Source: an optimization exercise on an open RTL-to-GDS flow (aim: small area). Production flows keep margins and buffers that such runs may drop.
Only simulation tests tie the RTL to the original design; equivalence was not proved.
Power is estimated from default activity; no workload was simulated. No driver is modelled on the clock port, so clocking that relies on it looks cheaper here than on a real chip.

==> flow/design.v <==
package branch_train_queue_pkg;
  localparam int DEF_DEPTH = 16;
  localparam int DEF_AW    = 32;
  function automatic int rec_w(input int aw);
    rec_w = 2 + 2 * aw;
  endfunction
  function automatic int off_target(input int aw);
    off_target = 0 * aw;
  endfunction
  function automatic int off_pc(input int aw);
    off_pc = aw;
  endfunction
  function automatic int off_taken(input int aw);
    off_taken = 2 * aw;
  endfunction
  function automatic int off_isbranch(input int aw);
    off_isbranch = 2 * aw + 1;
  endfunction
endpackage
module btq_bank #(
  parameter int DEPTH = 8,
  parameter int W     = 66
) (
  input  logic                     clk,
  input  logic                     we,
  input  logic [$clog2(DEPTH)-1:0] waddr,
  input  logic [W-1:0]             wdata,
  input  logic [DEPTH-1:0]         rsel,
  output logic [W-1:0]             rdata
);
  logic [W-1:0] mem [DEPTH];
  logic [DEPTH-1:0] col [W];
  always_ff @(posedge clk) begin
    if (we) mem[waddr] <= wdata;
  end
  for (genvar b = 0; b < W; b++) begin : g_rd
    for (genvar i = 0; i < DEPTH; i++) begin : g_e
      assign col[b][i] = mem[i][b];
    end
    btq_sel #(.N(DEPTH)) u_sel (.d(col[b]), .sel(rsel), .q(rdata[b]));
  end
endmodule
module btq_sel #(
  parameter int N = 8
) (
  input  logic [N-1:0] d,
  input  logic [N-1:0] sel,
  output logic         q
);
  logic [1:0] g_n;
  btq_aoi #(.N(3)) u_g0 (.d(d[2:0]), .sel(sel[2:0]), .y_n(g_n[0]));
  btq_aoi #(.N(3)) u_g1 (.d(d[5:3]), .sel(sel[5:3]), .y_n(g_n[1]));
  assign q = ~&g_n | |(d[7:6] & sel[7:6]);
endmodule
module btq_aoi #(
  parameter int N = 3
) (
  input  logic [N-1:0] d,
  input  logic [N-1:0] sel,
  output logic         y_n
);
  assign y_n = ~|(d & sel);
endmodule
module btq_swap (
  input  logic s,
  input  logic s_n,
  input  logic a,
  input  logic b,
  output logic y0,
  output logic y1
);
  assign y0 = ~((s & b) | (s_n & a));
  assign y1 = ~((s & a) | (s_n & b));
endmodule
module btq_wsel (
  input  logic sa0,
  input  logic sa1,
  input  logic sb0,
  input  logic sb1,
  input  logic d0,
  input  logic d1,
  output logic qa_n,
  output logic qb_n
);
  assign qa_n = ~((sa0 & d0) | (sa1 & d1));
  assign qb_n = ~((sb0 & d0) | (sb1 & d1));
endmodule
module branch_train_queue #(
  parameter int DEPTH = branch_train_queue_pkg::DEF_DEPTH,
  parameter int AW    = branch_train_queue_pkg::DEF_AW
) (
  input  logic                       clk,
  input  logic                       rst,
  input  logic                       in_valid0,
  input  logic                       in_valid1,
  input  logic                       in_isbranch0,
  input  logic                       in_isbranch1,
  input  logic                       in_taken0,
  input  logic                       in_taken1,
  input  logic [AW-1:0]              in_pc0,
  input  logic [AW-1:0]              in_pc1,
  input  logic [AW-1:0]              in_target0,
  input  logic [AW-1:0]              in_target1,
  output logic                       in_ready,
  input  logic                       drain_en,
  output logic                       train_valid0,
  output logic                       train_valid1,
  output logic                       isbranch0,
  output logic                       isbranch1,
  output logic                       taken0,
  output logic                       taken1,
  output logic [AW-1:0]              address_branch0,
  output logic [AW-1:0]              address_branch1,
  output logic [AW-1:0]              address_result0,
  output logic [AW-1:0]              address_result1,
  output logic [$clog2(DEPTH):0]     count,
  output logic                       err_overflow
);
  localparam int PW  = $clog2(DEPTH);
  localparam int BW  = PW - 1;
  localparam int CW  = PW + 1;
  localparam int RW  = branch_train_queue_pkg::rec_w(AW);
  localparam int OTG = branch_train_queue_pkg::off_target(AW);
  localparam int OPC = branch_train_queue_pkg::off_pc(AW);
  localparam int OTK = branch_train_queue_pkg::off_taken(AW);
  localparam int OIB = branch_train_queue_pkg::off_isbranch(AW);
  logic [PW-1:0] wr_ptr, rd_ptr, out_ptr, out_ptr1;
  logic [CW-1:0] count_q;
  logic [1:0]    n_in, n_out;
  logic [RW-1:0] rec0, rec1, wdata_a, wdata_b, rdata_a, rdata_b, slot0, slot1;
  logic [PW-1:0] wr_ptr1;
  logic          we_a, we_b, sel0_a, sel0_b;
  logic [DEPTH/2-1:0] rsel_a, rsel_b;
  assign count    = count_q;
  assign in_ready = count_q <= CW'(DEPTH - 2);
  assign n_in     = in_ready ? ({1'b0, in_valid0} + {1'b0, in_valid1}) : 2'd0;
  always_comb begin
    n_out = 2'd0;
    if (drain_en) n_out = (count_q >= CW'(2)) ? 2'd2 : count_q[1:0];
  end
  assign rec0 = {in_isbranch0, in_taken0, in_pc0, in_target0};
  assign rec1 = {in_isbranch1, in_taken1, in_pc1, in_target1};
  assign wr_ptr1 = wr_ptr + PW'(1);
  assign sel0_a  = in_valid0 & ~wr_ptr[0];
  assign sel0_b  = in_valid0 &  wr_ptr[0];
  for (genvar b = 0; b < RW; b++) begin : g_wsel
    btq_wsel u_wsel (
      .sa0  (sel0_a),
      .sa1  (~sel0_a),
      .sb0  (sel0_b),
      .sb1  (~sel0_b),
      .d0   (rec0[b]),
      .d1   (rec1[b]),
      .qa_n (wdata_a[b]),
      .qb_n (wdata_b[b])
    );
  end
  assign we_a    = (n_in == 2'd2) | ((n_in == 2'd1) & ~wr_ptr[0]);
  assign we_b    = (n_in == 2'd2) | ((n_in == 2'd1) &  wr_ptr[0]);
  btq_bank #(.DEPTH(DEPTH / 2), .W(RW)) u_bank_a (
    .clk   (clk),
    .we    (we_a),
    .waddr (wr_ptr1[PW-1:1]),
    .wdata (wdata_a),
    .rsel  (rsel_a),
    .rdata (rdata_a)
  );
  btq_bank #(.DEPTH(DEPTH / 2), .W(RW)) u_bank_b (
    .clk   (clk),
    .we    (we_b),
    .waddr (wr_ptr[PW-1:1]),
    .wdata (wdata_b),
    .rsel  (rsel_b),
    .rdata (rdata_b)
  );
  assign out_ptr1 = rd_ptr - PW'(train_valid1);
  assign out_ptr  = out_ptr1 - PW'(1);
  always_comb begin
    for (int i = 0; i < DEPTH / 2; i++) begin
      rsel_a[i] = out_ptr1[PW-1:1] == BW'(i);
      rsel_b[i] = out_ptr[PW-1:1] == BW'(i);
    end
  end
  for (genvar b = 0; b < RW; b++) begin : g_swap
    btq_swap u_swap (
      .s  (out_ptr[0]),
      .s_n(~out_ptr[0]),
      .a  (rdata_a[b]),
      .b  (rdata_b[b]),
      .y0 (slot0[b]),
      .y1 (slot1[b])
    );
  end
  assign isbranch0       = slot0[OIB];
  assign taken0          = slot0[OTK];
  assign address_branch0 = slot0[OPC +: AW];
  assign address_result0 = slot0[OTG +: AW];
  assign isbranch1       = slot1[OIB];
  assign taken1          = slot1[OTK];
  assign address_branch1 = slot1[OPC +: AW];
  assign address_result1 = slot1[OTG +: AW];
  always_ff @(posedge clk) begin
    if (rst) begin
      wr_ptr       <= '0;
      rd_ptr       <= '0;
      count_q      <= '0;
      err_overflow <= 1'b0;
      train_valid0 <= 1'b0;
      train_valid1 <= 1'b0;
    end else begin
      wr_ptr       <= wr_ptr + PW'(n_in);
      rd_ptr       <= rd_ptr + PW'(n_out);
      count_q      <= count_q + CW'(n_in) - CW'(n_out);
      train_valid0 <= n_out != 2'd0;
      train_valid1 <= n_out == 2'd2;
      if (!in_ready && (in_valid0 || in_valid1)) err_overflow <= 1'b1;
    end
  end
endmodule
==> flow/flow/run.sh <==
#!/bin/bash
# The standard ORFS layout (standard.sh), with three changes to how it is built:
#  - ports are buffered with the smallest buffer (buf_1) instead of a delay buffer,
#  - the clock tree uses clkbuf_16 with larger sink clusters and no dummy loads,
#  - everything else (synthesis, floorplan, placement, routing) is unchanged.
# Each tool's output goes to the ORFS logs under orfs/logs; make's own output to
# standard.log in this folder.
set -e
cat >> config.mk <<'EOF'
export BUFFER_PORTS_ARGS = -buffer_cell sky130_fd_sc_hd__buf_1
export CTS_ARGS = -sink_clustering_enable -repair_clock_nets -dont_use_dummy_load -buf_list {sky130_fd_sc_hd__clkbuf_16} -sink_clustering_size 30 -sink_clustering_max_diameter 100
EOF
bash standard.sh > standard.log 2>&1
==> flow/standard.sh <==
#!/bin/bash
# synth_recipe.tcl (not shown) runs the flow's synth.tcl, then flattens the netlist and writes it again
# the make line also repeats each setting of config.mk as NAME=value (left out here)
make -C /OpenROAD-flow-scripts/flow DESIGN_CONFIG=/design/flow/config.mk WORK_HOME=/design/flow/orfs CLKGATE_MAP_FILE= SYNTH_SCRIPT=/design/flow/synth_recipe.tcl "${@:-finish}"
==> flow/config.mk <==
export PLATFORM = sky130hd
export DESIGN_NAME = branch_train_queue
export DESIGN_NICKNAME = branch_train_queue
export VERILOG_FILES = /design/flow/design.v
export SDC_FILE = /design/flow/constraint.sdc
export NUM_CORES = 4
export LEC_CHECK = 0
export CAP_MARGIN = 20
export CORE_MARGIN = 2
export CORE_UTILIZATION = 60
export SLEW_MARGIN = 20
export SYNTH_HIERARCHICAL = 1
export SYNTH_MINIMUM_KEEP_SIZE = 0
export BUFFER_PORTS_ARGS = -buffer_cell sky130_fd_sc_hd__buf_1
export CTS_ARGS = -sink_clustering_enable -repair_clock_nets -dont_use_dummy_load -buf_list {sky130_fd_sc_hd__clkbuf_16} -sink_clustering_size 30 -sink_clustering_max_diameter 100
==> flow/constraint.sdc <==
create_clock -name core_clock -period 5.0 [get_ports {clk}]
set_input_delay 1.0000 -clock core_clock [delete_from_list [all_inputs] [get_ports {clk}]]
set_output_delay 1.0000 -clock core_clock [all_outputs]
set_load 0.01 [all_outputs]
==> results of run 1 <==
-- modules after synthesis, one instance, submodules excluded, a selection --
module,flops+latches,copies in the design
branch_train_queue,16,1
btq_wsel,0,66
btq_swap,0,66
-- layout make-up --
cell class,instances,area [um2],share of cell area
clock buffer,41,1030,0.0232
antenna,3,7.51,0.000170
inverter,21,81.3,0.00184
multi-input combinational,921,7700,0.174
tap,864,1080,0.0244
sequential,1072,32000,0.724
timing repair buffer,372,2290,0.0518
-- where the power goes --
part | switching [mW] | total, mW | internal [mW]
registers | 0.171 | 11.0 | 10.8
clock network | 2.48 | 3.97 | 1.49
logic | 9.33 | 13.9 | 4.55
total | 12.0 | 28.9 | 16.9
-- state kept, by name, summed over array words and instances, names as in the netlist --
register / cells
wr_ptr: 4
rd_ptr: 4
train_valid1: 1
err_overflow: 1
count_q: 5
train_valid0: 1
u_bank_b.mem: 528
u_bank_a.mem: 528
-- critical path: stages (launching register included) --
cell      delay, ns
dfxtp_1        0.42
ha_4           0.18
nor3b_4        0.33
xor2_4         0.16
nor3_4         0.88
buf_12         0.43
a222oi_1       0.14
nand3_1        0.31
a22oi_1        0.14
buf_1          0.18
-- layer usage --
layer / vias to the layer above / wire [um] / GRT usage
met4: 0 / 2360 / 0.0803
li1: 10000 / - / -
met1: 12600 / 42300 / 0.472
met2: 1692 / 54800 / 0.529
met3: 139 / 12300 / 0.0437
met5: - / 0 / 0.000712
-- what timing repair did --
action                     4_1_cts  5_1_grt
gates resized for setup          4        5
gates cloned                     0        0
buffers inserted                 0        3
setup endpoints to repair      126      120
pin swaps                        1        3
hold buffers                     0        0
-- kinds of logic (layout without fill, tap and decap cells) --
logic type,count (synthesis),count (layout),synth area share
buffers and inverters,23,434,0.00219
AND/OR/NAND/NOR,203,203,0.0292
XOR/XNOR,13,13,0.00345
adder cells (fa/ha/maj),23,23,0.00805
AO/OA/AOI/OAI,682,682,0.146
flip-flops,1072,1072,0.811
other,0,3,0
-- cells in the mapped netlist (8+ instances only) --
cell type  count
nor2_1        16
a22oi_1      396
nand3_1      134
edfxtp_1    1056
inv_1         21
nor2b_1        9
ha_1          19
a222oi_1     264
dfxtp_1       16
nand2_1        8
-- worst paths after layout --
path | endpoint | slack [ns]
hold / removal | err_overflow$_SDFFE_PP0P_ | 0.50
setup / recovery | address_result1[11] | 0.16
setup reg to reg | u_bank_a.mem[2][11]$_DFFE_PP_ | 1.72
hold reg to reg | err_overflow$_SDFFE_PP0P_ | 0.50
==> results.txt, run 1 <==
final core occ 0.675; effective utilization at floorplan 0.603; total global routing overflow 0; LEAKAGE about 14 nW; Num CTS Buffers 41; hold slack slightly below 0.5 ns; initial antenna violation count 3; Die Y about 260 um; WP data arrival 3.84 ns; synth warn 10; Place WS between 0.4 and 0.5 ns; PwrDens 652 nW/um2; die area around 68,000 um2; Area Overhead vs Synth 12.0%; Least-Margin Pin Slew about 1.1 ns; final net count ~2,600; FFs w/ async S/R, synth 0; antenna viol nets, final 0; Final Instance Area ~44,000 um2; Worst Reg-to-Reg Cells 4; number of distinct library cells after synthesis 42; Skew-Pair Late Insertion Delay around 0.62 ns; Die W about 260 um; TritonCTS clock tree built; Setup crit start kind flop; period utilization 0.967; Wirelength per Cell between 30 and 40 um; max cap viols 0; IO Port Bufs between 200 and 300; area leader, netlist edfxtp_1; routed vias 24,500; status no timing/DRC/antenna violations; hold_sp err_overflow$_SDFFE_PP0P_; post-layout min period 4.84 ns; Syn Std Cell Area about 39,000 um2; core area between 60,000 and 70,000 um2; post-synthesis cell count around 2,000; Synth Flop Type edfxtp_1; Setup CP Type flop to output pin; Area after DPL around 43,000 um2; global-route wire length before repair around 160 mm; fillers approximately 4,400; Max FO, Critical Path 50; Worst Clk Skew around 0.023 ns; detailed placer's ending HPWL ~63 mm; placed cell count roughly 3,200; Synth Area per Inst between 15 and 20 um2; Worst-path clk slew about 0.11 ns; total wire length 112 mm; count of state elements after synthesis approximately 1,100; non-filler cells, final approximately 3,300; Post-route DRC 0; Setup violations, final 0; Pwr Total 28.9 mW; RD Place Congestion just under 0.8; Max rail drop VDD 0.000604 V; Setup TNS 0 ns; DRT iter0 DRCs around 4,600; Post-synth EDFFs between 1,000 and 1,500; Cells on Worst Hold Path 1; fmax 0.207 GHz; Synth top area share 0.803; TritonRoute pass-1 iters 8; Max Slew Vio Count 0; Reg2Reg Launch Point wr_ptr[0]$_SDFF_PP0_; Worst Setup SP train_valid1$_SDFF_PP0_; Longest Clk Path Bufs 3; Post-Syn Nets ~2,200; commonest non-fill, non-tap cell in the layout edfxtp_1; CTS Root Cell clkbuf_16; Hold Vio Cnt, Final 0; Seq/Total Area, Yosys 0.811; final worst slack ~0.16 ns; layout cells sized above 1 0.0766; Relative slew margins 0.257; clock sinks about 1,100; std cell rows between 90 and 100; top cells by area, synth edfxtp_1 80%, a22oi_1 7.5%, a222oi_1 6.7%; pin count of the biggest net entering global routing 93; routed vias/inst about 7.4; Req. time, crit path around 4.0 ns; Ports around 280; critical path capture point type output pin; Total GRT Usage 0.324; commonest cells after routing, fill and taps aside 1,056 x edfxtp_1, 396 x a22oi_1, 277 x buf_1, 264 x a222oi_1, 133 x nand3_1; vias in the first global route 23,700; H-tree depth 2; Hold Crit Class flop to flop
==> run 2, diff against run 1 <==
--- a/flow/design.v
+++ b/flow/design.v
@@ -132,6 +132,7 @@
   logic          we_a, we_b, sel0_a, sel0_b;
   logic [DEPTH/2-1:0] rsel_a, rsel_b;
   assign count    = count_q;
+  assign wr_ptr   = rd_ptr + count_q[PW-1:0];
   assign in_ready = count_q <= CW'(DEPTH - 2);
   assign n_in     = in_ready ? ({1'b0, in_valid0} + {1'b0, in_valid1}) : 2'd0;
   always_comb begin
@@ -201,14 +202,12 @@
   assign address_result1 = slot1[OTG +: AW];
   always_ff @(posedge clk) begin
     if (rst) begin
-      wr_ptr       <= '0;
       rd_ptr       <= '0;
       count_q      <= '0;
       err_overflow <= 1'b0;
       train_valid0 <= 1'b0;
       train_valid1 <= 1'b0;
     end else begin
-      wr_ptr       <= wr_ptr + PW'(n_in);
       rd_ptr       <= rd_ptr + PW'(n_out);
       count_q      <= count_q + CW'(n_in) - CW'(n_out);
       train_valid0 <= n_out != 2'd0;
--- a/flow/config.mk
+++ b/flow/config.mk
@@ -8,6 +8,7 @@
 export CAP_MARGIN = 20
 export CORE_MARGIN = 2
 export CORE_UTILIZATION = 60
+export GPL_TIMING_DRIVEN = 0
 export SLEW_MARGIN = 20
 export SYNTH_HIERARCHICAL = 1
 export SYNTH_MINIMUM_KEEP_SIZE = 0
==> run 2 against run 1 <==
Effect of this change:
- critical path depth rose by 6
- clock skew fell by 0.0054 ns
- critical path type unchanged
- critical endpoint is now address_branch0[2]
- flip-flop and latch count fell by 4
- power rose by 12%
- design area rose by 1.8%
- wire length fell by 3.1%
- largest cell class unchanged
- utilization rose by 2.1 points
- sequential share of layout area fell by 1.4 points
==> results.txt, run 2 <==
status no timing/DRC/antenna violations (unchanged); area leader, netlist edfxtp_1 (unchanged); Die Y 260 um (was 261 um); met2 wire length 54.3 mm (was 54.8 mm); Post-Syn Nets 2,167 (was 2,176); IO Port Bufs 277 (unchanged); Max Slew Vio Count 0 (unchanged); effective utilization at floorplan 0.609 (was 0.603); top sig layer met5 (was met4); post-synthesis cell count 2,006 (was 2,016); Max rail drop VDD 0.000626 V (was 0.000604 V); clock sinks 1,068 (was 1,072); Synth Area per Inst 19.6 um2 (about the same); Hold Crit Class flop to flop (unchanged); CP max stage delay 0.34 ns (was 0.88 ns); commonest non-fill, non-tap cell in the layout edfxtp_1 (unchanged); worst path cell trace inv_1, ha_4, ha_4, ha_4, a21oi_1, mux2_4, mux2_2, nor2b_4, clkbuf_16, buf_16, buf_16, a222oi_1, nand3_1, a22oi_1, buf_2 (was ha_4, nor3b_4, xor2_4, nor3_4, buf_12, a222oi_1, nand3_1, a22oi_1, buf_1); Num CTS Buffers 41 (unchanged); Longest Clk Path Bufs 3 (unchanged); final worst slack 0.0816 ns (was 0.163 ns); CTS Root Cell clkbuf_16 (unchanged); LEAKAGE 13.9 nW (was 13.5 nW); period utilization 0.984 (was 0.967); Worst-path clk slew 0.09 ns (was 0.11 ns); Ports 278 (unchanged); Post-synth EDFFs 1,056 (unchanged); Synth top area share 0.805 (was 0.803); Max FO, Critical Path 14 (was 50); Relative slew margins 0.412 (was 0.257); Place WS -0.109 ns (was 0.450 ns); PwrDens 717 nW/um2 (was 652 nW/um2); TritonRoute pass-1 iters 10 (was 8); detailed placer's ending HPWL 66.5 mm (was 63.3 mm); Setup CP Type flop to output pin (unchanged); final net count 2,605 (was 2,589); Crit path top cell by count ha_4; Pwr Total 32.3 mW (was 28.9 mW); non-filler cells, final 3,300 (was 3,294); Skew-Pair Late Insertion Delay 0.61 ns (was 0.62 ns); total wire length 108 mm (was 112 mm); commonest cells after routing, fill and taps aside 1,056 x edfxtp_1, 387 x a22oi_1, 266 x buf_1, 264 x a222oi_1, 133 x nand3_1 (was 1,056 x edfxtp_1, 396 x a22oi_1, 277 x buf_1, 264 x a222oi_1, 133 x nand3_1); met3 WL 11.1 mm (was 12.3 mm); initial antenna violation count 5 (was 3); vias in the first global route 23,600 (was 23,700); pin count of the biggest net entering global routing 73 (was 93); Post-route DRC 0 (unchanged); post-layout min period 4.92 ns (was 4.84 ns); biggest registers after layout u_bank_a.mem (528), u_bank_b.mem (528), count_q (5) (unchanged); number of distinct library cells after synthesis 37 (was 42); routed vias 24,200 (was 24,500); count of state elements after synthesis 1,068 (was 1,072); DRT iter0 DRCs 4,402 (was 4,567); M1 WL 40.9 mm (was 42.3 mm); Syn Std Cell Area 39,400 um2 (was 39,500 um2); layout cells sized above 1 0.0971 (was 0.0766); fmax 0.203 GHz (was 0.207 GHz); std cell rows 93 (was 94); hold-fix buffers at CTS 0 (unchanged); RD Place Congestion 0.733 (was 0.787); CP max stage cell dfxtp_2 (was nor3_4); max cap viols 0 (unchanged); Least-Margin Pin Slew 0.882 ns (was 1.12 ns); Setup TNS 0 ns (unchanged); WP data arrival 3.92 ns (was 3.84 ns); FFs w/ async S/R, synth 0 (unchanged); Setup crit start kind flop (unchanged); hold slack 0.478 ns (was 0.497 ns); Hold Vio Cnt, Final 0 (unchanged); antenna viol nets, final 0 (unchanged); synth warn 10 (unchanged); synth cell count leaders 1,056 x edfxtp_1, 396 x a22oi_1, 264 x a222oi_1, 134 x nand3_1, 20 x ha_1 (was 1,056 x edfxtp_1, 396 x a22oi_1, 264 x a222oi_1, 134 x nand3_1, 21 x inv_1); Seq/Total Area, Yosys 0.811 (about the same); Area Overhead vs Synth 14.3% (was 12.0%); placed cell count 3,235 (was 3,247); Wirelength per Cell 32.8 um (was 33.9 um); TritonCTS clock tree built (unchanged); core area 64,700 um2 (was 65,500 um2); top cells by area, synth edfxtp_1 81%, a22oi_1 7.5%, a222oi_1 6.7% (was edfxtp_1 80%, a22oi_1 7.5%, a222oi_1 6.7%); Setup violations, final 0 (unchanged); critical path capture point type output pin (unchanged); Req. time, crit path 4.00 ns (about the same); routed vias/inst 7.33 (was 7.44); Die W 260 um (was 261 um); global-route wire length before repair 155 mm (was 159 mm); Synth Flop Type edfxtp_1 (unchanged); most frequent cell after synthesis edfxtp_1 (unchanged); H-tree depth 2 (unchanged); die area 67,700 um2 (was 67,900 um2); Worst Clk Skew 0.0179 ns (was 0.0233 ns); Total GRT Usage 0.315 (was 0.324); unrepaired setup endpoints after global routing true; total global routing overflow 0 (unchanged)
run 2: cell types whose count changed after synthesis, moves of 3 or more:
| cell | change |
|---|---|
| a21oi_1 | +5 |
| and3_1 | +5 |
| dfxtp_1 | -4 |
| inv_1 | -3 |
| mux2i_1 | +3 |
| nand2_1 | -3 |
| nor2_1 | -8 |
| nor3_1 | +3 |
| o22ai_1 | -6 |
run 2: where the power goes:
group	switching [mW]	total, mW	internal, mW
combinational	10.4	16.1	5.66
clock	2.43	3.92	1.49
sequential	0.340	12.3	11.9
total	13.2	32.3	19.1
run 2: layer usage:
metal  up-vias  track usage
met1     12500        0.446
met2      1471        0.524
met3       134       0.0481
li1      10100            -
met4         4       0.0729
met5         -            0
run 2: critical path: cells and delay by family, from the launching register on:
family	cells	cell delay, ns
buffers and inverters	5	0.72
adders and majority gates	3	0.63
AOI/OAI and AO/OA	3	0.58
muxes	2	0.56
and+or+nand+nor	2	0.44
DFF	1	0.34
run 2: worst paths after layout:
path | from | endpoint | slack [ns] | cells after the start
setup reg to reg | rd_ptr[0]$_SDFF_PP0_ | u_bank_a.mem[0][20]$_DFFE_PP_ | 0.88 | 11
hold reg to reg | err_overflow$_SDFFE_PP0P_ | err_overflow$_SDFFE_PP0P_ | 0.48 | 2
hold / removal | err_overflow$_SDFFE_PP0P_ | err_overflow$_SDFFE_PP0P_ | 0.48 | 2
setup / recovery | rd_ptr[0]$_SDFF_PP0_ | address_branch0[2] | 0.08 | 15
run 2: Yosys stat by module, one instance, submodules excluded, a selection:
module              times used  flops+latches  cells inside
btq_wsel                    66              0             2
branch_train_queue           1             12           142
btq_swap                    66              0             2
run 2: cell type report:
| type | count | area [um2] |
|---|---|---|
| Sequential cell | 1068 | 32000 |
| Clock buffer | 41 | 1030 |
| Buffer | 2 | 11.3 |
| Tap cell | 855 | 1070 |
| Timing Repair Buffer | 395 | 3130 |
| Antenna cell | 3 | 7.51 |
| Inverter | 19 | 83.8 |
| Fill cell | 4236 | 19700 |
| Multi-Input combinational cell | 917 | 7730 |
run 2: cells by family after synthesis:
family	Yosys count	synth area share
AO/OA/AOI/OAI	679	0.145
XOR/XNOR	12	0.00267
adder cells (fa/ha/maj)	24	0.00839
buffers and inverters	21	0.00200
flip-flops	1068	0.811
multiplexers	6	0.00172
AND/OR/NAND/NOR	196	0.0285
run 2: timing repair:
action	4_1_cts	5_1_grt
gates resized for setup	21	24
setup buffers	7	15
pin swaps	5	19
gates cloned	0	1
endpoints found under the setup margin	132	56
run 2: per-stage QoR:
| stage | area [um2] | utilization |
|---|---|---|
| 2_1_floorplan | 39500 | - |
| 3_3_place_gp | 41600 | 0.643 |
| 3_5_place_dp | 43700 | 0.675 |
| 4_1_cts | 44800 | 0.693 |
| 5_1_grt | 45000 | 0.696 |
| 6_report | 45000 | 0.696 |
==> run 3, diff against run 2 <==
--- a/flow/design.v
+++ b/flow/design.v
@@ -124,7 +124,8 @@
   localparam int OPC = branch_train_queue_pkg::off_pc(AW);
   localparam int OTK = branch_train_queue_pkg::off_taken(AW);
   localparam int OIB = branch_train_queue_pkg::off_isbranch(AW);
-  logic [PW-1:0] wr_ptr, rd_ptr, out_ptr, out_ptr1;
+  logic [PW-1:0] wr_ptr, rd_ptr, out_ptr1;
+  logic          out_ptr0;
   logic [CW-1:0] count_q;
   logic [1:0]    n_in, n_out;
   logic [RW-1:0] rec0, rec1, wdata_a, wdata_b, rdata_a, rdata_b, slot0, slot1;
@@ -174,18 +175,18 @@
     .rsel  (rsel_b),
     .rdata (rdata_b)
   );
-  assign out_ptr1 = rd_ptr - PW'(train_valid1);
-  assign out_ptr  = out_ptr1 - PW'(1);
-  always_comb begin
+  assign out_ptr1 = rd_ptr + PW'(1);
+  always_ff @(posedge clk) begin
     for (int i = 0; i < DEPTH / 2; i++) begin
-      rsel_a[i] = out_ptr1[PW-1:1] == BW'(i);
-      rsel_b[i] = out_ptr[PW-1:1] == BW'(i);
+      rsel_a[i] <= out_ptr1[PW-1:1] == BW'(i);
+      rsel_b[i] <= rd_ptr[PW-1:1] == BW'(i);
     end
+    out_ptr0 <= rd_ptr[0];
   end
   for (genvar b = 0; b < RW; b++) begin : g_swap
     btq_swap u_swap (
-      .s  (out_ptr[0]),
-      .s_n(~out_ptr[0]),
+      .s  (out_ptr0),
+      .s_n(~out_ptr0),
       .a  (rdata_a[b]),
       .b  (rdata_b[b]),
       .y0 (slot0[b]),
--- a/flow/config.mk
+++ b/flow/config.mk
@@ -8,7 +8,7 @@
 export CAP_MARGIN = 20
 export CORE_MARGIN = 2
 export CORE_UTILIZATION = 60
-export GPL_TIMING_DRIVEN = 0
+export PLACE_DENSITY = 0.9
 export SLEW_MARGIN = 20
 export SYNTH_HIERARCHICAL = 1
 export SYNTH_MINIMUM_KEEP_SIZE = 0
==> run 3 against run 2 <==
Effect of this change:
- register-to-register slack lost 0.13 ns
- flip-flop and latch count grew 17
- power shrank 27%
- global-route usage grew 1.3 points
- non-clock buffer count shrank 81
- clock power grew 2%
- critical path type is now flop to flop
- sequential share of layout area grew 3.5 points
- sequential power grew 6%
- worst setup slack gained 0.67 ns
==> results.txt, run 3 <==
Relative slew margins 0.197 (was 0.412); unrepaired setup endpoints after global routing false (was true); TritonRoute pass-1 iters 11 (was 10); Die Y 261 um (was 260 um); Setup TNS 0 ns (unchanged); PwrDens 539 nW/um2 (was 717 nW/um2); Wirelength per Cell 35.4 um (was 32.8 um); synth cell count leaders 1,056 x edfxtp_1, 396 x a22oi_1, 264 x a222oi_1, 134 x nand3_1, 29 x dfxtp_1 (was 1,056 x edfxtp_1, 396 x a22oi_1, 264 x a222oi_1, 134 x nand3_1, 20 x ha_1); Post-route DRC 0 (unchanged); Skew-Pair Late Insertion Delay 0.62 ns (was 0.61 ns); Hold Vio Cnt, Final 0 (unchanged); fmax 0.235 GHz (was 0.203 GHz); routed vias 25,900 (was 24,200); max cap viols 0 (unchanged); commonest non-fill, non-tap cell in the layout edfxtp_1 (unchanged); Synth Area per Inst 19.7 um2 (was 19.6 um2); global-route wire length before repair 162 mm (was 155 mm); total global routing overflow 0 (unchanged); Worst-path clk slew 0.10 ns (was 0.09 ns); Least-Margin Pin Slew 1.21 ns (was 0.882 ns); Hold Crit Class flop to flop (unchanged); area leader, netlist edfxtp_1 (unchanged); crit-path leading delay family XOR/XNOR gates (was buffers and inverters); CP max stage cell xnor2_1 (was dfxtp_2); final net count 2,526 (was 2,605); effective utilization at floorplan 0.605 (was 0.609); Req. time, crit path 5.29 ns (was 4.00 ns); Die W 261 um (was 260 um); Worst Setup SP count_q[0]$_SDFF_PP0_ (was rd_ptr[0]$_SDFF_PP0_); IO Port Bufs 277 (unchanged); number of distinct library cells after synthesis 36 (was 37); Area Overhead vs Synth 9.59% (was 14.3%); Total GRT Usage 0.328 (was 0.315); Longest Clk Path Bufs 3 (unchanged); Reg2Reg Launch Point count_q[0]$_SDFF_PP0_ (was rd_ptr[0]$_SDFF_PP0_); antenna viol nets, final 0 (unchanged); Ports 278 (unchanged); Buf+Inv Stages, Crit Path 1 (was 5); post-synthesis cell count 2,010 (was 2,006); pin count of the biggest net entering global routing 91 (was 73); fillers 3,981 (was 4,236); Post-Syn Nets 2,169 (was 2,167); LEAKAGE 13.3 nW (was 13.9 nW); Setup CP Type flop to flop (was flop to output pin); RD Place Congestion 0.861 (was 0.733); FF/Latch Area 32,400 um2 (was 32,000 um2); clock sinks 1,085 (was 1,068); commonest cells after routing, fill and taps aside 1,056 x edfxtp_1, 396 x a22oi_1, 277 x buf_1, 264 x a222oi_1, 134 x nand3_1 (was 1,056 x edfxtp_1, 387 x a22oi_1, 266 x buf_1, 264 x a222oi_1, 133 x nand3_1); Max Slew Vio Count 0 (unchanged); CP max stage delay 0.80 ns (was 0.34 ns); top cells by area, synth edfxtp_1 80%, a22oi_1 7.5%, a222oi_1 6.7% (was edfxtp_1 81%, a22oi_1 7.5%, a222oi_1 6.7%); DRT iter0 DRCs 6,239 (was 4,402); status no timing/DRC/antenna violations (unchanged); FFs w/ async S/R, synth 0 (unchanged); die area 68,100 um2 (was 67,700 um2); H-tree depth 2 (unchanged); Synth Flop Type edfxtp_1 (unchanged); CTS Root Cell clkbuf_16 (unchanged); count of state elements after synthesis 1,085 (was 1,068); worst path cell trace ha_1, fa_1, xor2_1, nand3_1, xnor2_1, and4_4, buf_12 (was inv_1, ha_4, ha_4, ha_4, a21oi_1, mux2_4, mux2_2, nor2b_4, clkbuf_16, buf_16, buf_16, a222oi_1, nand3_1, a22oi_1, buf_2); Syn Std Cell Area 39,600 um2 (was 39,400 um2); WP data arrival 4.54 ns (was 3.92 ns); core area 65,500 um2 (was 64,700 um2); critical path capture point type flop (was output pin); Seq/Total Area, Yosys 0.815 (was 0.811); vias in the first global route 25,000 (was 23,600); Max FO, Critical Path 36 (was 14); TritonCTS clock tree built (unchanged); Num CTS Buffers 42 (was 41); period utilization 0.850 (was 0.984); setup repair bufs after CTS 0 (was 7); Max rail drop VDD 0.000619 V (was 0.000626 V); most frequent cell after synthesis edfxtp_1 (unchanged); hold slack 0.416 ns (was 0.478 ns); biggest registers after layout u_bank_a.mem (528), u_bank_b.mem (528) (was u_bank_a.mem (528), u_bank_b.mem (528), count_q (5)); detailed placer's ending HPWL 64.3 mm (was 66.5 mm); Post-synth EDFFs 1,056 (unchanged); total wire length 114 mm (was 108 mm); post-CTS resize count 0 (was 21); Synth top area share 0.801 (was 0.805); Setup crit start kind flop (unchanged); Worst Clk Skew 0.0554 ns (was 0.0179 ns); hold_sp rd_ptr[0]$_SDFF_PP0_ (was err_overflow$_SDFFE_PP0P_); std cell rows 94 (was 93); Setup violations, final 0 (unchanged); area of the multi-input gates 7320 um2 (was 7730 um2); post-layout min period 4.25 ns (was 4.92 ns); routed vias/inst 8.02 (was 7.33); layout cells sized above 1 0.0516 (was 0.0971); initial antenna violation count 2 (was 5); synth warn 10 (unchanged); hold-fix buffers at CTS 0 (unchanged)
-- run 3: cell count changes in the layout (fill, tap and decap cells not counted), moves of 8 or more --
cell,previous run,this run
buf_6,10,0
dfxtp_4,1,17
clkbuf_2,8,0
buf_16,32,0
buf_1,266,277
buf_8,19,0
a22oi_1,387,396
a22oi_2,9,0
buf_12,28,16
-- run 3: cell families (layout without fill, tap and decap cells) --
kind of cell	Yosys count	count (layout)	share of synthesized area
fa+ha+maj	22	22	0.00771
simple gates	197	197	0.0286
xor+xnor	12	12	0.00265
compound gates	675	675	0.144
buf+inv	19	374	0.00186
other cells	0	2	0
flops	1085	1085	0.815
-- run 3: final cells by class --
cell class / instances / share of cell area
diodes: 2 / 0.000115
clock buffers: 42 / 0.0242
inverters: 16 / 0.00150
multi-input cells: 906 / 0.169
flip-flops and latches: 1085 / 0.745
well taps: 864 / 0.0249
repair buffers: 316 / 0.0353
-- run 3: Yosys stat by module (local to each module, per instance), a selection --
module	area [um2]	flops+latches
btq_wsel	15.0	0
branch_train_queue	1430	29
btq_swap	15.0	0
-- run 3: per-layer routing --
layer | global-route usage | vias to the layer above | wire length (um)
met3 | 0.0790 | 489 | 18700
met1 | 0.428 | 12500 | 35100
met2 | 0.531 | 3047 | 54700
li1 | - | 9902 | -
met4 | 0.144 | 2 | 5860
met5 | 0 | - | 15
-- run 3: report_power, final --
group          total [mW]  switching [mW]  internal [mW]
Sequential           13.0           0.881           12.1
Clock                3.98            2.45           1.52
Combinational        6.42            4.65           1.77
-- run 3: worst paths after layout --
kind                                                 endpoint  slack [ns]  cells after the start
worst min-delay path                         out_ptr0$_DFF_P_        0.42                      0
worst max register to register  u_bank_a.mem[7][38]$_DFFE_PP_        0.75                      7
worst min register to register               out_ptr0$_DFF_P_        0.42                      0
worst max-delay path            u_bank_a.mem[7][38]$_DFFE_PP_        0.75                      7
-- run 3: through the flow --
| stage | worst slack (ns) | area, um2 | cells | utilization | power [mW] |
|---|---|---|---|---|---|
| global route | 0.695 | 43400 | 3229 | 0.663 | 23.9 |
| finish | 0.751 | 43400 | 3231 | 0.663 | 23.4 |
| CTS | 0.922 | 43400 | 3229 | 0.663 | 23.1 |
| detailed placement | 0.817 | 42400 | 3187 | 0.647 | 19.2 |
| global placement | 0.852 | 42400 | 3187 | 0.647 | 18.8 |
| floorplan | 0.201 | 39600 | 2010 | - | 16.2 |
-- run 3: worst reg2reg max path, delay by kind of cell, from the launching register on --
family	cells	cell delay (ns)
fa+ha+maj	2	0.65
flops	1	0.41
buf+inv	1	0.35
xor+xnor	2	1.52
simple gates	2	0.99
==> run 4, diff against run 3 <==
--- a/flow/design.v
+++ b/flow/design.v
@@ -30,8 +30,15 @@
 );
   logic [W-1:0] mem [DEPTH];
   logic [DEPTH-1:0] col [W];
-  always_ff @(posedge clk) begin
-    if (we) mem[waddr] <= wdata;
+  logic [DEPTH-1:0] wr, keep;
+  for (genvar i = 0; i < DEPTH; i++) begin : g_ent
+    assign wr[i]   = we & (waddr == ($clog2(DEPTH))'(i));
+    assign keep[i] = ~wr[i];
+    for (genvar b = 0; b < W; b++) begin : g_bit
+      logic nxt;
+      btq_hold u_hold (.q(mem[i][b]), .keep(keep[i]), .wr(wr[i]), .d(wdata[b]), .nxt(nxt));
+      always_ff @(posedge clk) mem[i][b] <= nxt;
+    end
   end
   for (genvar b = 0; b < W; b++) begin : g_rd
     for (genvar i = 0; i < DEPTH; i++) begin : g_e
@@ -84,6 +91,15 @@
 );
   assign qa_n = ~((sa0 & d0) | (sa1 & d1));
   assign qb_n = ~((sb0 & d0) | (sb1 & d1));
+endmodule
+module btq_hold (
+  input  logic q,
+  input  logic keep,
+  input  logic wr,
+  input  logic d,
+  output logic nxt
+);
+  assign nxt = (q & keep) | (d & wr);
 endmodule
 module branch_train_queue #(
   parameter int DEPTH = branch_train_queue_pkg::DEF_DEPTH,
--- a/flow/flow/run.sh
+++ b/flow/flow/run.sh
@@ -8,6 +8,6 @@
 set -e
 cat >> config.mk <<'EOF'
 export BUFFER_PORTS_ARGS = -buffer_cell sky130_fd_sc_hd__buf_1
-export CTS_ARGS = -sink_clustering_enable -repair_clock_nets -dont_use_dummy_load -buf_list {sky130_fd_sc_hd__clkbuf_16} -sink_clustering_size 30 -sink_clustering_max_diameter 100
+export CTS_ARGS = -sink_clustering_enable -repair_clock_nets -dont_use_dummy_load -buf_list {sky130_fd_sc_hd__clkbuf_16} -sink_clustering_size 28 -sink_clustering_max_diameter 70
 EOF
 bash standard.sh > standard.log 2>&1
--- a/flow/config.mk
+++ b/flow/config.mk
@@ -13,4 +13,4 @@
 export SYNTH_HIERARCHICAL = 1
 export SYNTH_MINIMUM_KEEP_SIZE = 0
 export BUFFER_PORTS_ARGS = -buffer_cell sky130_fd_sc_hd__buf_1
-export CTS_ARGS = -sink_clustering_enable -repair_clock_nets -dont_use_dummy_load -buf_list {sky130_fd_sc_hd__clkbuf_16} -sink_clustering_size 30 -sink_clustering_max_diameter 100
+export CTS_ARGS = -sink_clustering_enable -repair_clock_nets -dont_use_dummy_load -buf_list {sky130_fd_sc_hd__clkbuf_16} -sink_clustering_size 28 -sink_clustering_max_diameter 70
==> run 4 against run 3 <==
Effect of this change:
- cell count increased by 34%
- worst setup slack improved by 0.31 ns
- hold slack better by 0.033 ns
- power rose by 37%
- synthesized area down 2.9%
- die area decreased by 2.8%
- design area decreased by 1.3%
- clock power is 9.8% higher
- flip-flop and latch count did not move
- combinational power rose by 96%
- synthesized cell count grew 54%
- wire length rose by 13%
- critical path type is now flop to output pin
- critical endpoint is now address_branch1[5]
- highest routed layer unchanged
==> results.txt, run 4 <==
status no timing/DRC/antenna violations (unchanged); Area Overhead vs Synth 11.3% (was 9.59%); Longest Clk Path Bufs 3 (unchanged); Worst-path clk slew 0.11 ns (was 0.10 ns); post-synthesis cell count 3,093 (was 2,010); Setup TNS 0 ns (unchanged); PwrDens 748 nW/um2 (was 539 nW/um2); Ports 278 (unchanged); Worst Clk Skew 0.0724 ns (was 0.0554 ns); total global routing overflow 0 (unchanged); crit-path leading delay family flip-flops (was XOR/XNOR gates); RD Place Congestion 0.820 (was 0.861); layout cells sized above 1 0.0518 (was 0.0516); H-tree depth 2 (unchanged); CP max stage delay 1.04 ns (was 0.80 ns); TritonRoute pass-1 iters 12 (was 11); RR Endpoint u_bank_a.mem[4][41]$_DFF_P_ (was u_bank_a.mem[7][38]$_DFFE_PP_); Die W 257 um (was 261 um); initial antenna violation count 2 (unchanged); Seq/Total Area, Yosys 0.565 (was 0.815); Total GRT Usage 0.368 (was 0.328); Setup CP Type flop to output pin (was flop to flop); Max Slew Vio Count 0 (unchanged); vias in the first global route 33,100 (was 25,000); Area after DPL 41,600 um2 (was 42,400 um2); Req. time, crit path 4.00 ns (was 5.29 ns); CTS Root Cell clkbuf_16 (unchanged); Cells on Worst Hold Path 0 (unchanged); LEAKAGE 16.4 nW (was 13.3 nW); Buf+Inv Stages, Crit Path 2 (was 1); Worst Reg-to-Reg Cells 6 (was 7); Hold Path End out_ptr0$_DFF_P_ (unchanged); Crit path top cell by count a22oi_1; TritonCTS clock tree built (unchanged); placed cell count 4,288 (was 3,187); commonest cells after routing, fill and taps aside 1,068 x dfxtp_1, 1,056 x a22o_1, 396 x a22oi_1, 277 x buf_1, 264 x a222oi_1 (was 1,056 x edfxtp_1, 396 x a22oi_1, 277 x buf_1, 264 x a222oi_1, 134 x nand3_1); fmax 0.254 GHz (was 0.235 GHz); Die Y 257 um (was 261 um); core area 63,200 um2 (was 65,500 um2); final net count 3,652 (was 2,526); Pwr Total 32.0 mW (was 23.4 mW); routed vias/inst 7.98 (was 8.02); Post-route DRC 0 (unchanged); hold-fix buffers at CTS 0 (unchanged); hold_sp rd_ptr[0]$_SDFF_PP0_ (unchanged); Wirelength per Cell 29.9 um (was 35.4 um); critical path capture point type output pin (was flop); synth cell count leaders 1,085 x dfxtp_1, 1,056 x a22o_1, 396 x a22oi_1, 264 x a222oi_1, 134 x nand3_1 (was 1,056 x edfxtp_1, 396 x a22oi_1, 264 x a222oi_1, 134 x nand3_1, 29 x dfxtp_1); Post-synth EDFFs 0 (was 1,056); Hold Vio Cnt, Final 0 (unchanged); unrepaired setup endpoints after global routing false (unchanged); Hold Crit Class flop to flop (unchanged); global-route wire length before repair 194 mm (was 162 mm); IO Port Bufs 277 (unchanged); top cells by area, synth dfxtp_1 56%, a22o_1 24%, a22oi_1 7.7% (was edfxtp_1 80%, a22oi_1 7.5%, a222oi_1 6.7%); Final Instance Area 42,800 um2 (was 43,400 um2); total wire length 130 mm (was 114 mm); Least-Margin Pin Slew 1.17 ns (was 1.21 ns); routed vias 34,600 (was 25,900); post-layout min period 3.94 ns (was 4.25 ns); WP data arrival 2.94 ns (was 4.54 ns); die area 66,200 um2 (was 68,100 um2); max cap viols 0 (unchanged); DRT iter0 DRCs 6,590 (was 6,239); biggest registers after layout u_bank_a.mem (528), u_bank_b.mem (528) (unchanged); Synth top area share 0.565 (was 0.801); antenna viol nets, final 0 (unchanged); area leader, netlist dfxtp_1 (was edfxtp_1); worst path cell trace buf_4, a22oi_1, nand3_1, a22oi_1, buf_1 (was ha_1, fa_1, xor2_1, nand3_1, xnor2_1, and4_4, buf_12); Num CTS Buffers 49 (was 42); commonest non-fill, non-tap cell in the layout dfxtp_1 (was edfxtp_1); flop2flop setup slack 1.18 ns (was 0.75 ns); number of distinct library cells after synthesis 40 (was 36); post-CTS resize count 0 (unchanged); Max rail drop VDD 0.000756 V (was 0.000619 V); Synth Area per Inst 12.4 um2 (was 19.7 um2); Post-Syn Nets 3,252 (was 2,169); std cell rows 92 (was 94); FFs w/ async S/R, synth 0 (unchanged); setup repair bufs after CTS 0 (unchanged); Relative slew margins 0.218 (was 0.197); Setup crit start kind flop (unchanged); effective utilization at floorplan 0.609 (was 0.605); Synth Flop Type dfxtp_1 (was edfxtp_1); CP max stage cell dfxtp_2 (was xnor2_1); synth warn 12 (was 10); most frequent cell after synthesis dfxtp_1 (was edfxtp_1); Reg2Reg Launch Point rd_ptr[0]$_SDFF_PP0_ (was count_q[0]$_SDFF_PP0_); hold slack 0.449 ns (was 0.416 ns); non-filler cells, final 4,338 (was 3,231); Skew-Pair Late Insertion Delay 0.65 ns (was 0.62 ns); detailed placer's ending HPWL 74.3 mm (was 64.3 mm); Syn Std Cell Area 38,500 um2 (was 39,600 um2); clock sinks 1,085 (unchanged); period utilization 0.788 (was 0.850); Max FO, Critical Path 34 (was 36); pin count of the biggest net entering global routing 93 (was 91); Setup violations, final 0 (unchanged); count of state elements after synthesis 1,085 (unchanged)
run 4: changes by cell type after synthesis, moves of 3 or more:
cell       before   now
buf_2           2     8
edfxtp_1     1056     0
dfxtp_1        29  1085
and4b_2         6     0
nand4bb_1       0     6
a22o_1          0  1056
nand4b_1        0     6
inv_1          16    19
and4b_1         0     6
run 4: cell families (layout without fill, tap and decap cells):
family / after synthesis / after routing / synth area share
AOI/OAI and AO/OA: 1731 / 1731 / 0.389
buffers and inverters: 30 / 428 / 0.00325
DFF: 1085 / 1085 / 0.565
and+or+nand+nor: 213 / 213 / 0.0329
adders and majority gates: 22 / 22 / 0.00794
xor gates and xnor gates: 12 / 12 / 0.00273
other: 0 / 1 / 0
run 4: how the worst max path moves through the flow:
stage                      startpoint                          end  depth (start not counted)
floorplan            out_ptr0$_DFF_P_           address_branch0[0]                          2
global placement            in_valid0   u_bank_a.mem[0][9]$_DFF_P_                          8
detailed placement          in_valid0  u_bank_a.mem[4][41]$_DFF_P_                          9
CTS                 rsel_a[6]$_DFF_P_           address_branch1[5]                          5
global route         out_ptr0$_DFF_P_          address_result0[25]                          4
finish              rsel_a[6]$_DFF_P_           address_branch1[5]                          5
run 4: metrics by stage:
stage / setup WS [ns] / util
6_report: 1.06 / 0.678
5_1_grt: 1.04 / 0.678
4_1_cts: 1.20 / 0.678
3_5_place_dp: 1.01 / 0.658
3_3_place_gp: 1.10 / 0.658
2_1_floorplan: 0.201 / -
run 4: metal layers:
layer | track usage | part of all wire | routed length, um
met1 | 0.492 | 0.38 | 49000
met2 | 0.552 | 0.44 | 56500
met3 | 0.103 | 0.14 | 18000
met4 | 0.168 | 0.047 | 6120
met5 | 0 | 0.00024 | 31
run 4: area by class of cell:
class / count / area (um2)
Antenna cell: 1 / 2.50
Clock buffer: 49 / 1230
Fill cell: 4484 / 20400
Inverter: 19 / 73.8
Multi-Input combinational cell: 1978 / 16800
Sequential cell: 1085 / 21700
Tap cell: 846 / 1060
Timing Repair Buffer: 360 / 1910
run 4: Yosys stat by module (local to each module, per instance), a selection:
| module | cell area, um2 | flip-flops and latches | cells inside | copies in the design |
|---|---|---|---|---|
| branch_train_queue | 1430 | 29 | 149 | 1 |
| btq_swap | 15.0 | 0 | 2 | 66 |
| btq_wsel | 15.0 | 0 | 2 | 66 |
| btq_hold | 8.76 | 0 | 1 | 1056 |
run 4: power breakdown:
part	switching, mW	internal, mW	leakage, nW	total, mW
Sequential	2.44	12.6	9.05	15.1
Clock	2.62	1.76	0.604	4.37
Combinational	6.78	5.83	6.70	12.6
Total	11.8	20.2	16.4	32.0
==> run 5, diff against run 4 <==
--- a/flow/design.v
+++ b/flow/design.v
@@ -100,6 +100,15 @@
   output logic nxt
 );
   assign nxt = (q & keep) | (d & wr);
+endmodule
+module btq_rot (
+  input  logic s,
+  input  logic s_n,
+  input  logic d1,
+  input  logic d0,
+  output logic q
+);
+  assign q = (s & d1) | (s_n & d0);
 endmodule
 module branch_train_queue #(
   parameter int DEPTH = branch_train_queue_pkg::DEF_DEPTH,
@@ -140,7 +149,7 @@
   localparam int OPC = branch_train_queue_pkg::off_pc(AW);
   localparam int OTK = branch_train_queue_pkg::off_taken(AW);
   localparam int OIB = branch_train_queue_pkg::off_isbranch(AW);
-  logic [PW-1:0] wr_ptr, rd_ptr, out_ptr1;
+  logic [PW-1:0] wr_ptr, rd_ptr;
   logic          out_ptr0;
   logic [CW-1:0] count_q;
   logic [1:0]    n_in, n_out;
@@ -191,13 +200,18 @@
     .rsel  (rsel_b),
     .rdata (rdata_b)
   );
-  assign out_ptr1 = rd_ptr + PW'(1);
   always_ff @(posedge clk) begin
-    for (int i = 0; i < DEPTH / 2; i++) begin
-      rsel_a[i] <= out_ptr1[PW-1:1] == BW'(i);
-      rsel_b[i] <= rd_ptr[PW-1:1] == BW'(i);
-    end
+    for (int i = 0; i < DEPTH / 2; i++) rsel_b[i] <= rd_ptr[PW-1:1] == BW'(i);
     out_ptr0 <= rd_ptr[0];
+  end
+  for (genvar i = 0; i < DEPTH / 2; i++) begin : g_rot
+    btq_rot u_rot (
+      .s   (out_ptr0),
+      .s_n (~out_ptr0),
+      .d1  (rsel_b[(i + DEPTH / 2 - 1) % (DEPTH / 2)]),
+      .d0  (rsel_b[i]),
+      .q   (rsel_a[i])
+    );
   end
   for (genvar b = 0; b < RW; b++) begin : g_swap
     btq_swap u_swap (
==> run 5 against run 4 <==
Effect of this change:
- still clean on timing, DRC and antenna
- sequential share of layout area is essentially flat
- wire length rose by 4.3%
- power grew 1.9%
- flip-flop and latch count decreased by 8
- clock-buffer cell count fell by 1
- utilization decreased by 0.37 points
- worst setup slack lost 0.81 ns
- synthesized area is 0.43% lower
- synthesized cell count down 0.68%
- via count grew 0.53%
- first-iteration DRC count fell by 0.36%
- critical path depth rose by 1
- largest cell class unchanged
- largest power group unchanged
==> results.txt, run 5 <==
Seq/Total Area, Yosys 0.563 (was 0.565); Relative slew margins 0.214 (was 0.218); Setup violations, final 0 (unchanged); final core occ 0.674 (was 0.678); max cap viols 0 (unchanged); Skew-Pair Late Insertion Delay 0.68 ns (was 0.65 ns); commonest cells after routing, fill and taps aside 1,068 x dfxtp_1, 1,056 x a22o_1, 396 x a22oi_1, 277 x buf_1, 264 x a222oi_1 (unchanged); clock sinks 1,077 (was 1,085); Synth Area per Inst 12.5 um2 (was 12.4 um2); hold_sp err_overflow$_SDFFE_PP0P_ (was rd_ptr[0]$_SDFF_PP0_); Worst Setup SP out_ptr0$_DFF_P_ (was rsel_a[6]$_DFF_P_); Post-synth EDFFs 0 (unchanged); layout cells sized above 1 0.0461 (was 0.0518); crit-path leading delay family compound AO/OA/AOI/OAI gates (was flip-flops); fillers 4,653 (was 4,484); Worst Reg-to-Reg Cells 7 (was 6); most frequent cell after synthesis dfxtp_1 (unchanged); synth warn 12 (unchanged); antenna viol nets, final 0 (unchanged); Num CTS Buffers 48 (was 49); Buf+Inv Stages, Crit Path 2 (unchanged); Post-route DRC 0 (unchanged); critical path capture point type output pin (unchanged); routed vias 34,800 (was 34,600); WP data arrival 3.75 ns (was 2.94 ns); Syn Std Cell Area 38,300 um2 (was 38,500 um2); LEAKAGE 16.2 nW (was 16.4 nW); Place WS 0.946 ns (was 1.01 ns); Die W 257 um (about the same); Setup CP Type flop to output pin (unchanged); PwrDens 768 nW/um2 (was 748 nW/um2); setup repair bufs after CTS 0 (unchanged); Setup crit start kind flop (unchanged); total global routing overflow 0 (unchanged); Synth top area share 0.563 (was 0.565); Longest Clk Path Bufs 3 (unchanged); Wirelength per Cell 31.5 um (was 29.9 um); final worst slack 0.251 ns (was 1.06 ns); initial antenna violation count 5 (was 2); vias in the first global route 33,400 (was 33,100); TritonCTS clock tree built (unchanged); Total GRT Usage 0.386 (was 0.368); FF/Latch Area 21,600 um2 (was 21,700 um2); met2 wire length 57.7 mm (was 56.5 mm); Die Y 257 um (about the same); pin count of the biggest net entering global routing 107 (was 93); internal cell power 20.3 mW (was 20.2 mW); number of distinct library cells after synthesis 43 (was 40); top sig layer met5 (unchanged); status no timing/DRC/antenna violations (unchanged); biggest registers after layout u_bank_a.mem (528), u_bank_b.mem (528), rsel_b (8) (was u_bank_a.mem (528), u_bank_b.mem (528)); Comb pwr share 0.405 (was 0.394); M1 WL 49.8 mm (was 49.0 mm); met3 WL 21.0 mm (was 18.0 mm); core area 63,100 um2 (was 63,200 um2); period utilization 0.950 (was 0.788); Post-Syn Nets 3,230 (was 3,252); final net count 3,607 (was 3,652); Cells on Worst Hold Path 2 (was 0); top cells by area, synth dfxtp_1 56%, a22o_1 24%, a22oi_1 7.8% (was dfxtp_1 56%, a22o_1 24%, a22oi_1 7.7%); area of the multi-input gates 16,900 um2 (was 16,800 um2); Pwr Total 32.7 mW (was 32.0 mW); die area 65,900 um2 (was 66,200 um2); CP max stage cell a22o_4 (was dfxtp_2); Clock power frac 0.134 (was 0.136); ANT cells 0 (was 1); unrepaired setup endpoints after global routing false (unchanged); Hold Crit Class flop to flop (unchanged); DRT iter0 DRCs 6,566 (was 6,590); Reg2Reg Launch Point rd_ptr[0]$_SDFF_PP0_ (unchanged); Ports 278 (unchanged); Crit. path cell count 6 (was 5); effective utilization at floorplan 0.607 (was 0.609); Sw Share 0.379 (was 0.370); std cell rows 92 (unchanged); Max rail drop VDD 0.000630 V (was 0.000756 V); routed vias/inst 8.10 (was 7.98); total wire length 135 mm (was 130 mm); Req. time, crit path 4.00 ns (about the same); count of state elements after synthesis 1,077 (was 1,085); Worst-path clk slew 0.11 ns (about the same); hold-fix buffers at CTS 0 (unchanged); global-route wire length before repair 200 mm (was 194 mm); Synth Flop Type dfxtp_1 (unchanged); commonest non-fill, non-tap cell in the layout dfxtp_1 (unchanged); synth cell count leaders 1,077 x dfxtp_1, 1,064 x a22o_1, 396 x a22oi_1, 264 x a222oi_1, 133 x nand3_1 (was 1,085 x dfxtp_1, 1,056 x a22o_1, 396 x a22oi_1, 264 x a222oi_1, 134 x nand3_1); Area Overhead vs Synth 11.0% (was 11.3%); CTS Root Cell clkbuf_16 (unchanged); TritonRoute pass-1 iters 13 (was 12); RD Place Congestion 0.831 (was 0.820); post-CTS resize count 0 (unchanged); Max FO, Critical Path 66 (was 34); Max Slew Vio Count 0 (unchanged); fmax 0.211 GHz (was 0.254 GHz); CP max stage delay 0.83 ns (was 1.04 ns); Least-Margin Pin Slew 1.18 ns (was 1.17 ns); post-synthesis cell count 3,072 (was 3,093); IO Port Bufs 277 (unchanged); worst path cell trace clkinvlp_4, a22o_4, a222oi_1, nand3_1, a22oi_1, buf_1 (was buf_4, a22oi_1, nand3_1, a22oi_1, buf_1); area leader, netlist dfxtp_1 (unchanged); H-tree depth 2 (unchanged); detailed placer's ending HPWL 73.8 mm (was 74.3 mm); FFs w/ async S/R, synth 0 (unchanged); Worst Clk Skew 0.0644 ns (was 0.0724 ns); sequential share of power 0.461 (was 0.470); NetSw 12.4 mW (was 11.8 mW); Hold Vio Cnt, Final 0 (unchanged); post-layout min period 4.75 ns (was 3.94 ns)
==> run 5: changes by cell type in the layout (fill, tap and decap cells not counted), moves of 3 or more <==
cell,before,now
nor2_1,12,8
dfxtp_2,16,0
nor3_1,7,1
xor2_1,7,3
a22o_4,0,8
buf_4,63,43
buf_12,20,17
nand2_1,7,4
dfxtp_4,1,9
inv_1,16,11
==> run 5: final cells by class <==
cell class	count	share of cell area
repair buffers	338	0.0403
inverters	15	0.00141
well taps	846	0.0249
flip-flops and latches	1077	0.508
clock buffers	48	0.0283
multi-input cells	1969	0.397
==> run 5: per-module statistics from Yosys (local to each module, per instance), a selection <==
module              flip-flops and latches  cell area (um2)
branch_train_queue                      21             1200
btq_swap                                 0             15.0
btq_wsel                                 0             15.0
btq_hold                                 0             8.76
btq_rot                                  0             8.76
==> run 5: cell families after synthesis <==
kind of cell | synth area share
adders and majority gates | 0.00764
AOI/OAI and AO/OA | 0.392
and+or+nand+nor | 0.0315
xor gates and xnor gates | 0.00297
buffers and inverters | 0.00304
DFF | 0.563
==> run 5: stage by stage <==
step                      instances  setup TNS, ns  hold WS, ns  area (um2)
final                          4293              0        0.471       42500
after global routing           4293              0        0.474       42500
after CTS                      4291              0        0.443       42500
after detailed placement       4243              0        0.453       41300
after global placement         4243              0        0.456       41300
after floorplan                3072         -65.60        0.349       38300
==> run 5: power by group through the flow <==
| stage | Sequential, mW | Clock, mW | Combinational (mW) |
|---|---|---|---|
| 3_5_place_dp | 15.0 | 0 | 12.7 |
| 3_3_place_gp | 14.9 | 0 | 12.2 |
| 4_1_cts | 14.9 | 4.29 | 12.7 |
| 6_report | 15.1 | 4.36 | 13.2 |
| 5_1_grt | 15.4 | 4.60 | 13.8 |
| 2_1_floorplan | 14.4 | 0 | 8.76 |
==> run 5: final timing paths <==
kind | end | slack (ns)
worst max register to register | u_bank_a.mem[5][13]$_DFF_P_ | 1.02
worst min-delay path | err_overflow$_SDFFE_PP0P_ | 0.47
worst min register to register | err_overflow$_SDFFE_PP0P_ | 0.47
worst max-delay path | address_result1[26] | 0.25
==> run 5: worst min-delay path, cell delays in order (launching register included) <==
cell and delay, ns:
dfxtp_1 0.33, a21oi_1 0.04, nor2_1 0.07
==> run 5: layer usage <==
layer,up-vias,track usage
met5,-,0
met4,10,0.188
met3,576,0.129
met2,3061,0.571
met1,16900,0.506
li1,14200,-
==> run 6, diff against run 5 <==
--- a/flow/design.v
+++ b/flow/design.v
@@ -76,8 +76,8 @@
   output logic y0,
   output logic y1
 );
-  assign y0 = ~((s & b) | (s_n & a));
-  assign y1 = ~((s & a) | (s_n & b));
+  assign y0 = ~((s | a) & (s_n | b));
+  assign y1 = ~((s | b) & (s_n | a));
 endmodule
 module btq_wsel (
   input  logic sa0,
@@ -89,8 +89,8 @@
   output logic qa_n,
   output logic qb_n
 );
-  assign qa_n = ~((sa0 & d0) | (sa1 & d1));
-  assign qb_n = ~((sb0 & d0) | (sb1 & d1));
+  assign qa_n = ~((sa0 | d1) & (sa1 | d0));
+  assign qb_n = ~((sb0 | d1) & (sb1 | d0));
 endmodule
 module btq_hold (
   input  logic q,
==> flow/flow/run.sh (replaced) <==
#!/bin/bash
# The standard ORFS layout (standard.sh), with two changes to how it is built:
#  - ports are buffered with the smallest buffer (buf_1) instead of a delay buffer,
#  - the clock tree uses clkbuf_16 with larger sink clusters and no dummy loads.
# Everything else (synthesis, floorplan, placement, routing) is the standard flow.
# Each tool writes its full output to its own log under orfs/logs/ in this folder;
# make's own output goes to standard.log here.
set -e
cat >> config.mk <<'EOF'
export BUFFER_PORTS_ARGS = -buffer_cell sky130_fd_sc_hd__buf_1
export CTS_ARGS = -sink_clustering_enable -repair_clock_nets -dont_use_dummy_load -buf_list {sky130_fd_sc_hd__clkbuf_16} -sink_clustering_size 28 -sink_clustering_max_diameter 70
EOF
bash standard.sh > standard.log 2>&1
==> run 6 against run 5 <==
Effect of this change:
- still clean on timing, DRC and antenna
- first-iteration DRC count increased by 9.0%
- critical path depth grew 1
- non-clock buffer count rose by 18
- clock skew increased by 0.028 ns
- synthesized cell count unchanged
- highest routed layer unchanged
==> results.txt, run 6 <==
status no timing/DRC/antenna violations (unchanged); biggest registers after layout u_bank_a.mem (528), u_bank_b.mem (528), rsel_b (8) (unchanged); Max rail drop VDD 0.000544 V (was 0.000630 V); total wire length 134 mm (was 135 mm); H-tree depth 2 (unchanged); synth warn 12 (unchanged); detailed placer's ending HPWL 77.1 mm (was 73.8 mm); critical path capture point type output pin (unchanged); Req. time, crit path 4.00 ns (about the same); antenna viol nets, final 0 (unchanged); std cell rows 92 (unchanged); Relative slew margins 0.222 (was 0.214); die area 65,300 um2 (was 65,900 um2); Pwr Total 32.2 mW (was 32.7 mW); hold_sp rd_ptr[0]$_SDFF_PP0_ (was err_overflow$_SDFFE_PP0P_); FFs w/ async S/R, synth 0 (unchanged); Post-Syn Nets 3,230 (unchanged); post-CTS resize count 0 (unchanged); CTS Root Cell clkbuf_16 (unchanged); number of distinct library cells after synthesis 44 (was 43); total global routing overflow 0 (unchanged); hold-fix buffers at CTS 0 (unchanged); Worst Setup SP out_ptr0$_DFF_P_ (unchanged); initial antenna violation count 7 (was 5); synth cell count leaders 1,077 x dfxtp_1, 1,064 x a22o_1, 264 x a222oi_1, 264 x o22ai_1, 133 x nand3_1 (was 1,077 x dfxtp_1, 1,064 x a22o_1, 396 x a22oi_1, 264 x a222oi_1, 133 x nand3_1); Synth Area per Inst 12.4 um2 (was 12.5 um2); TritonCTS clock tree built (unchanged); PwrDens 760 nW/um2 (was 768 nW/um2); core area 62,900 um2 (was 63,100 um2); Num CTS Buffers 48 (unchanged); Die Y 256 um (was 257 um); post-layout min period 4.76 ns (was 4.75 ns); Longest Clk Path Bufs 3 (unchanged); fmax 0.210 GHz (was 0.211 GHz); Least-Margin Pin Slew 1.17 ns (was 1.18 ns); Setup crit start kind flop (unchanged); Setup violations, final 0 (unchanged); Worst-path clk slew 0.11 ns (about the same); Area Overhead vs Synth 11.4% (was 11.0%); commonest cells after routing, fill and taps aside 1,068 x dfxtp_1, 1,056 x a22o_1, 277 x buf_1, 264 x a222oi_1, 263 x o22ai_1 (was 1,068 x dfxtp_1, 1,056 x a22o_1, 396 x a22oi_1, 277 x buf_1, 264 x a222oi_1); Skew-Pair Late Insertion Delay 0.66 ns (was 0.68 ns); Synth Flop Type dfxtp_1 (unchanged); count of state elements after synthesis 1,077 (unchanged); Total GRT Usage 0.387 (was 0.386); Hold Crit Class flop to flop (unchanged); final net count 3,625 (was 3,607); DRT iter0 DRCs 7,157 (was 6,566); Hold Vio Cnt, Final 0 (unchanged); post-synthesis cell count 3,072 (unchanged); layout cells sized above 1 0.0514 (was 0.0461); Ports 278 (unchanged); LEAKAGE 15.8 nW (was 16.2 nW); Synth top area share 0.568 (was 0.563); Die W 256 um (was 257 um); hold slack 0.477 ns (was 0.471 ns); Setup CP Type flop to output pin (unchanged); WP data arrival 3.76 ns (was 3.75 ns); Post-synth EDFFs 0 (unchanged); top cells by area, synth dfxtp_1 57%, a22o_1 25%, a222oi_1 7.0% (was dfxtp_1 56%, a22o_1 24%, a22oi_1 7.8%); Reg2Reg Launch Point rd_ptr[0]$_SDFF_PP0_ (unchanged); area leader, netlist dfxtp_1 (unchanged); Syn Std Cell Area 38,000 um2 (was 38,300 um2); routed vias 34,900 (was 34,800); global-route wire length before repair 202 mm (was 200 mm); Worst Clk Skew 0.0920 ns (was 0.0644 ns); IO Port Bufs 277 (unchanged); Wirelength per Cell 31.0 um (was 31.5 um); effective utilization at floorplan 0.604 (was 0.607); RD Place Congestion 0.859 (was 0.831); Max Slew Vio Count 0 (unchanged); routed vias/inst 8.08 (was 8.10); Seq/Total Area, Yosys 0.568 (was 0.563); clock sinks 1,077 (unchanged); pin count of the biggest net entering global routing 71 (was 107); commonest non-fill, non-tap cell in the layout dfxtp_1 (unchanged); Post-route DRC 0 (unchanged); final core occ 0.673 (was 0.674); setup repair bufs after CTS 0 (unchanged); period utilization 0.952 (was 0.950); TritonRoute pass-1 iters 11 (was 13); unrepaired setup endpoints after global routing false (unchanged); Max FO, Critical Path 46 (was 66); most frequent cell after synthesis dfxtp_1 (unchanged); max cap viols 0 (unchanged); vias in the first global route 33,500 (was 33,400); Setup TNS 0 ns (unchanged)
run 6: worst paths after layout:
kind | slack, ns | endpoint | depth (start not counted)
worst max register to register | 0.83 | u_bank_a.mem[5][19]$_DFF_P_ | 6
worst min register to register | 0.48 | out_ptr0$_DFF_P_ | 0
worst min-delay path | 0.48 | out_ptr0$_DFF_P_ | 0
worst max-delay path | 0.24 | address_result0[23] | 7
run 6: cells by family after synthesis:
group,synth area share
AOI/OAI and AO/OA,0.387
xor gates and xnor gates,0.00300
adders and majority gates,0.00771
buffers and inverters,0.00306
DFF,0.568
and+or+nand+nor,0.0317
run 6: final cells by class:
cell class                      count  area (um2)
Sequential cell                  1077       21600
Fill cell                        4600       20600
Multi-Input combinational cell   1969       16500
Timing Repair Buffer              356        1870
Clock buffer                       48        1200
Tap cell                          846        1060
Inverter                           15        60.1
Antenna cell                        4        10.0
run 6: per-module statistics from Yosys, one instance, submodules excluded, excerpt:
module	times used	cells	flops+latches
btq_swap	66	2	0
branch_train_queue	1	120	21
btq_hold	1056	1	0
btq_wsel	66	2	0
btq_rot	8	1	0
run 6: where the power goes:
part	internal, mW	total, mW	switching [mW]
Sequential	12.5	14.8	2.32
Clock	1.72	4.35	2.63
Combinational	5.82	13.0	7.20
run 6: routing by layer:
layer	up-vias	global-route usage	wire (um)
met5	-	0	46
met4	6	0.237	8000
met3	586	0.0967	18800
met2	3151	0.581	58100
met1	16800	0.504	48700
li1	14300	-	-
run 6: worst max-delay path, cell delays in order, from the launching register on:
cell and delay (ns):
dfxtp_4 0.64, buf_4 0.54, a22o_2 0.78, buf_4 0.37, a22oi_1 0.13, nand3_1 0.35, o22ai_1 0.13, buf_1 0.17
run 6: metrics by stage:
| step | cells | instance area [um2] | worst slack, ns |
|---|---|---|---|
| after floorplan | 3072 | 38000 | -0.542 |
| after CTS | 4310 | 42300 | 0.265 |
| after detailed placement | 4262 | 41100 | 0.840 |
| after global placement | 4262 | 41100 | 0.995 |
| after global routing | 4315 | 42300 | 0.199 |
| final | 4315 | 42300 | 0.242 |

[separate check: timing with driven ports]
No port has a modelled driver above. Below, the same layouts with a new extraction and two added sets of constraints.
Step 1 assumes that a clkbuf_16 drives the clock port and a buf_2 every other input.
Step 2 moves the port delays by t, midway between the first and last clock arrival at a register: inputs arrive t later, outputs are due t later. That takes back most of the time a late clock gives input paths.
Slacks: ideal ports / drivers / drivers and shift; pairs: ideal ports / drivers.
| run | t (ns) | slack for setup (ns) | worst setup path at the end | slew at the worst register clock pin (ns) |
|---|---|---|---|---|
| run 1 | 0.677 | 0.163 / 0.097 / 0.774 | register to output | 0.12 / 0.12 |
| run 2 | 0.671 | 0.082 / 0.015 / 0.386 | input to register | 0.11 / 0.11 |
| run 3 | 0.654 | 0.751 / 0.751 / 0.629 | input to register | 0.12 / 0.12 |
| run 4 | 0.669 | 1.062 / 1.005 / 0.891 | input to register | 0.11 / 0.11 |
| run 5 | 0.692 | 0.251 / 0.187 / 0.810 | input to register | 0.11 / 0.11 |
| run 6 | 0.676 | 0.242 / 0.180 / 0.684 | input to register | 0.11 / 0.11 |
After both steps setup and hold are still met in every run listed. The setup slack of run 4, which loses most, moves by -0.057 ns with the drivers and by -0.171 ns with both steps.
